This is an optimization exercise on Yosys and OpenROAD, whose aim is small area, not a production implementation. In this exercise RTL edits were held to simulation tests only and were not proved equivalent to the original. Power is estimated from default activity; no workload was simulated.

lane 1:
Design addr_gen_top, start of the top module:
module addr_gen_top (
    input  logic                          clk,
    input  logic                          reset_n,
    input  logic [4:0]                    ctrl,
    input  logic [3:0]                    step,
    input  logic [36-1:0]         sync_in,
    output logic [36*8-1:0] rd_lane_addr,
    output logic [36*8-1:0] wr_lane_addr,
    output logic [36-1:0]         wr_lane_strobe,
    output logic [10-1:0]           rd_frame_addr,
    output logic [10-1:0]           wr_frame_addr
);
Size in the first run: roughly 1800 cells after synthesis, about 92 flip-flops.
==> flow/config.mk <==
export PLATFORM = sky130hd
export DESIGN_NAME = addr_gen_top
export DESIGN_NICKNAME = addr_gen_top
export VERILOG_FILES = /design/flow/design.v
export SDC_FILE = /design/flow/constraint.sdc
export NUM_CORES = 4
export LEC_CHECK = 0
export CAP_MARGIN = 20
export CORE_MARGIN = 2
export CORE_UTILIZATION = 40
export SLEW_MARGIN = 20
==> flow/constraint.sdc <==
create_clock -name core_clock -period 5.0 [get_ports {clk}]
set_input_delay 1.0000 -clock core_clock [delete_from_list [all_inputs] [get_ports {clk}]]
set_output_delay 1.0000 -clock core_clock [all_outputs]
set_load 0.01 [all_outputs]
run.sh (not shown) runs the stock make flow with config.mk's settings and CLKGATE_MAP_FILE= SYNTH_SCRIPT=/design/flow/synth_recipe.tcl, a recipe that flattens the netlist after the stock synthesis.
Modified inputs, lane 2 compared to lane 1
==> flow/flow/run.sh (new file) <==
#!/bin/bash
# Standard ORFS layout, but with the smallest buffer on the I/O ports.
set -o pipefail
export BUFFER_PORTS_ARGS="-buffer_cell sky130_fd_sc_hd__buf_1"
bash standard.sh > standard.log 2>&1
==> flow/standard.sh (new file) <==
#!/bin/bash
# synth_recipe.tcl (not shown) runs the flow's synth.tcl, then flattens the netlist and writes it again
# the make line also repeats each setting of config.mk as NAME=value (left out here)
make -C /OpenROAD-flow-scripts/flow DESIGN_CONFIG=/design/flow/config.mk WORK_HOME=/design/flow/orfs CLKGATE_MAP_FILE= SYNTH_SCRIPT=/design/flow/synth_recipe.tcl "${@:-finish}"
removed: flow/run.sh
Notes after the runs:
- For number of synthesized flops with an enable pin, lane 2 and lane 1 come out practically identical.
- Delta (lane 2 minus lane 1): met3 wirelength from detailed routing went down 14%; post-route worst setup slack increased by 0.18 ns relative to the old numbers; count of plain and timing-repair buffers in the layout down 31; design internal power down about 40%; power in combinational cells saw a decrease.
- Side by side, maximum single-stage delay on the critical path turned out lower in lane 2 than in lane 1.
- Between lane 1 and lane 2, global-route usage over all layers is higher for lane 1, lane 2 comes in under that.

raven:
Another version of the RTL of addr_gen_top (not shown whole).
Size: about 1600 cells after synthesis, roughly 92 flip-flops, ~9900 um^2 of cells after synthesis.
## addr_gen_top
module addr_gen_top (
    input  logic                          clk,
    input  logic                          reset_n,
    input  logic [4:0]                    ctrl,
    input  logic [3:0]                    step,
    input  logic [36-1:0]         sync_in,
    output logic [36*8-1:0] rd_lane_addr,
    output logic [36*8-1:0] wr_lane_addr,
    output logic [36-1:0]         wr_lane_strobe,
    output logic [10-1:0]           rd_frame_addr,
    output logic [10-1:0]           wr_frame_addr
);
Settings: LEC_CHECK=0, CAP_MARGIN=10, CORE_AREA=2 2 298 68, CTS_BUF_LIST=sky130_fd_sc_hd__clkbuf_4 sky130_fd_sc_hd__clkbuf_8, DIE_AREA=0 0 300 70, GPL_TIMING_DRIVEN=1, SETUP_SLACK_MARGIN=0.1, SLEW_MARGIN=10; clock period 5.0 ns.
standard.sh (not shown) runs the stock make flow with config.mk's settings and CLKGATE_MAP_FILE= SYNTH_SCRIPT=/design/flow/synth_recipe.tcl, a recipe that flattens the netlist after the stock synthesis.
==> flow/flow/run.sh <==
#!/bin/bash
# ORFS layout as the standard.sh runs it, with these changes:
#  - synthesis maps with a delay-oriented ABC script (flow/area.abc) on the
#    logic as the RTL gives it, without ORFS's full/half-adder extraction;
#  - the I/O ports get the smallest buffer (buf_1);
#  - CTS runs with ORFS's arguments but without dummy loads;
#  - everything else (floorplan, place, route) is standard.
set -euo pipefail
here=$(pwd)
export MY_ABC_SCRIPT=$here/flow/area.abc
export BUFFER_PORTS_ARGS="-buffer_cell sky130_fd_sc_hd__buf_1"
# drop the buffers yosys inserted before placement (the ports get their own)
export REMOVE_ABC_BUFFERS=1
# ORFS's own CTS arguments (cts.tcl) plus -dont_use_dummy_load
export CTS_ARGS="-sink_clustering_enable -repair_clock_nets -buf_list {sky130_fd_sc_hd__clkbuf_4 sky130_fd_sc_hd__clkbuf_8} -dont_use_dummy_load"
sed -e "s|SYNTH_SCRIPT=[^ ]*|SYNTH_SCRIPT=$here/flow/synth.tcl ADDER_MAP_FILE=|" standard.sh > my_standard.sh
bash my_standard.sh > flow_make.log 2>&1
==> flow/flow/area.abc <==
strash
dch -f
map
==> flow/flow/synth.tcl <==
# The standard flow's synthesis script (synth_recipe.tcl) with one change: the final ABC
# mapping call uses the area-oriented script named by $MY_ABC_SCRIPT.
proc synth {args} { yosys synth -nofsm -noshare {*}$args }
proc abc {args} {
  set i [lsearch -exact $args -script]
  if {$i >= 0 && [info exists ::env(MY_ABC_SCRIPT)]} {
    set args [lreplace $args [expr {$i + 1}] [expr {$i + 1}] $::env(MY_ABC_SCRIPT)]
    puts "abc with script $::env(MY_ABC_SCRIPT)"
  }
  yosys abc {*}$args
}
source $::env(SCRIPTS_DIR)/synth.tcl
# left out here: clear keep_hierarchy, flatten, clean up, hide names made inside functions, write 1_2_yosys.v
### raven -> juniper
- CORE_AREA changed from 2 2 298 68 to 2 2 298 62
- DIE_AREA changed from 0 0 300 70 to 0 0 300 64
-- flow/flow/run.sh --
<<< raven, line 6
#  - CTS runs with ORFS's arguments but without dummy loads;
#  - everything else (floorplan, place, route) is standard.
>>> juniper, line 6
#  - everything else (floorplan, place, CTS, route) is standard.
<<< raven, line 14
# ORFS's own CTS arguments (cts.tcl) plus -dont_use_dummy_load
export CTS_ARGS="-sink_clustering_enable -repair_clock_nets -buf_list {sky130_fd_sc_hd__clkbuf_4 sky130_fd_sc_hd__clkbuf_8} -dont_use_dummy_load"
>>> juniper, line 13
==> comparison <==
Combinational fraction of design power delta for juniper relative to raven: 1.4 points lower
Looking at maximum number of pins on one net before global-route repair, juniper sits 8.8% higher than raven does.
Compared to raven, juniper has via count of the first global-routing pass 1.2% lower.
juniper vs. raven: number of standard cells in the layout, taps in and fillers out went down by 16.
First-pass GRT wire length of juniper falls short of that of raven by a few percent.
Changes in cedar relative to juniper:
- changing CORE_AREA from 2 2 298 62 to 2 2 298 68
- changing DIE_AREA from 0 0 300 64 to 0 0 300 70
-- flow/flow/run.sh --
<<< juniper, line 3
#  - synthesis maps with a delay-oriented ABC script (flow/area.abc) on the
>>> cedar, line 3
#  - synthesis maps with ABC's &nf mapper (flow/area.abc) on the
<<< juniper, line 6
#  - everything else (floorplan, place, CTS, route) is standard.
>>> cedar, line 6
#  - CTS runs with ORFS's arguments but without dummy loads;
#  - everything else (floorplan, place, route) is standard.
<<< juniper, line 13
>>> cedar, line 14
# ORFS's own CTS arguments (cts.tcl) plus -dont_use_dummy_load
export CTS_ARGS="-sink_clustering_enable -repair_clock_nets -buf_list {sky130_fd_sc_hd__clkbuf_4 sky130_fd_sc_hd__clkbuf_8} -dont_use_dummy_load"
==> flow/flow/area.abc <==
strash
&get -n
&st
&dch -f
&nf -p
&put
==> results.txt <==
Sink count of the clock tree: cedar vs juniper identical. The synthesized area per cell in cedar was higher than what juniper gave. Power per standard cell area, cedar and juniper, higher one = cedar. Of the two values seen for worst setup path endpoint, rd_lane_addr[191] was produced by cedar and wr_lane_addr[215] by juniper. cedar vs juniper on total number of multi-input combinational cells: cedar is the lower one. The wire length number comes out lower for cedar vs juniper. Looking at proportion of layout cells with a drive suffix above 1, cedar sits 3.1 points higher than juniper does. Of cedar and juniper, it is cedar that has the higher count of buffers added by post-CTS timing repair for setup. cedar vs juniper: maximum frequency down.
The following lists how violet was set up differently from cedar:
-- flow/flow/run.sh --
<<< cedar, line 3
#  - synthesis maps with ABC's &nf mapper (flow/area.abc) on the
>>> violet, line 3
#  - synthesis maps with a delay-oriented ABC script (flow/area.abc) on the
<<< cedar, line 6
#  - CTS runs with ORFS's arguments but without dummy loads;
#  - everything else (floorplan, place, route) is standard.
>>> violet, line 6
#  - everything else (floorplan, place, CTS, route) is standard.
<<< cedar, line 14
# ORFS's own CTS arguments (cts.tcl) plus -dont_use_dummy_load
export CTS_ARGS="-sink_clustering_enable -repair_clock_nets -buf_list {sky130_fd_sc_hd__clkbuf_4 sky130_fd_sc_hd__clkbuf_8} -dont_use_dummy_load"
>>> violet, line 13
==> flow/flow/area.abc <==
strash
dch -f
map
--- outcome ---
Proportion of layout cells with a drive suffix above 1 delta for violet relative to cedar: 3.6 points lower. Changes observed in violet relative to cedar: met2 layer wire length in the routed design higher, wire length of the first global-routing pass now larger, clock power now larger, critical path depth dropped 3. violet ends up with higher starting density of the core than cedar does. Summary of the comparison: wire length is higher in violet, relative to cedar. The lower number of clock buffer instances in the layout came out of cedar. Cell area after layout | violet above cedar. Higher fraction of standard cell area in multi-input logic goes to cedar over violet.

==> afterwards: timing with drivers on the ports <==
In the flow no input, the clock included, has a driving cell. The finished layouts below were timed again as built, in two steps.
Step 1 (the two cells are an assumption about what drives the block):
set clk [get_ports {clk}]
set_driving_cell -lib_cell sky130_fd_sc_hd__clkbuf_16 $clk
set_driving_cell -lib_cell sky130_fd_sc_hd__buf_2 [delete_from_list [all_inputs] $clk]
Step 2 also shifts input and output timing later by t, the mid clock arrival at the registers, as if the neighbouring blocks saw the same clock.
Three values: ideal ports, drivers, drivers and shift; two values: the first two.
run | t (ns) | setup WS [ns] | hold WS [ns] | worst setup path after step 2 | slew at the worst register clock pin (ns)
lane 1 | 0.361 | 0.087 / 0.050 / 0.411 | 0.524 / 0.524 / 0.524 | register to output | 0.07 / 0.07
lane 2 | 0.379 | 0.270 / 0.229 / 0.608 | 0.527 / 0.527 / 0.527 | register to output | 0.07 / 0.07
raven | 0.436 | 0.275 / 0.234 / 0.670 | 0.482 / 0.482 / 0.482 | register to output | 0.10 / 0.10
juniper | 0.434 | 0.246 / 0.203 / 0.638 | 0.503 / 0.503 / 0.503 | register to output | 0.11 / 0.11
cedar | 0.424 | 0.223 / 0.181 / 0.605 | 0.499 / 0.499 / 0.499 | register to output | 0.11 / 0.11
violet | 0.444 | 0.271 / 0.231 / 0.675 | 0.484 / 0.484 / 0.484 | register to output | 0.11 / 0.11
After both steps every run listed still meets setup and hold.
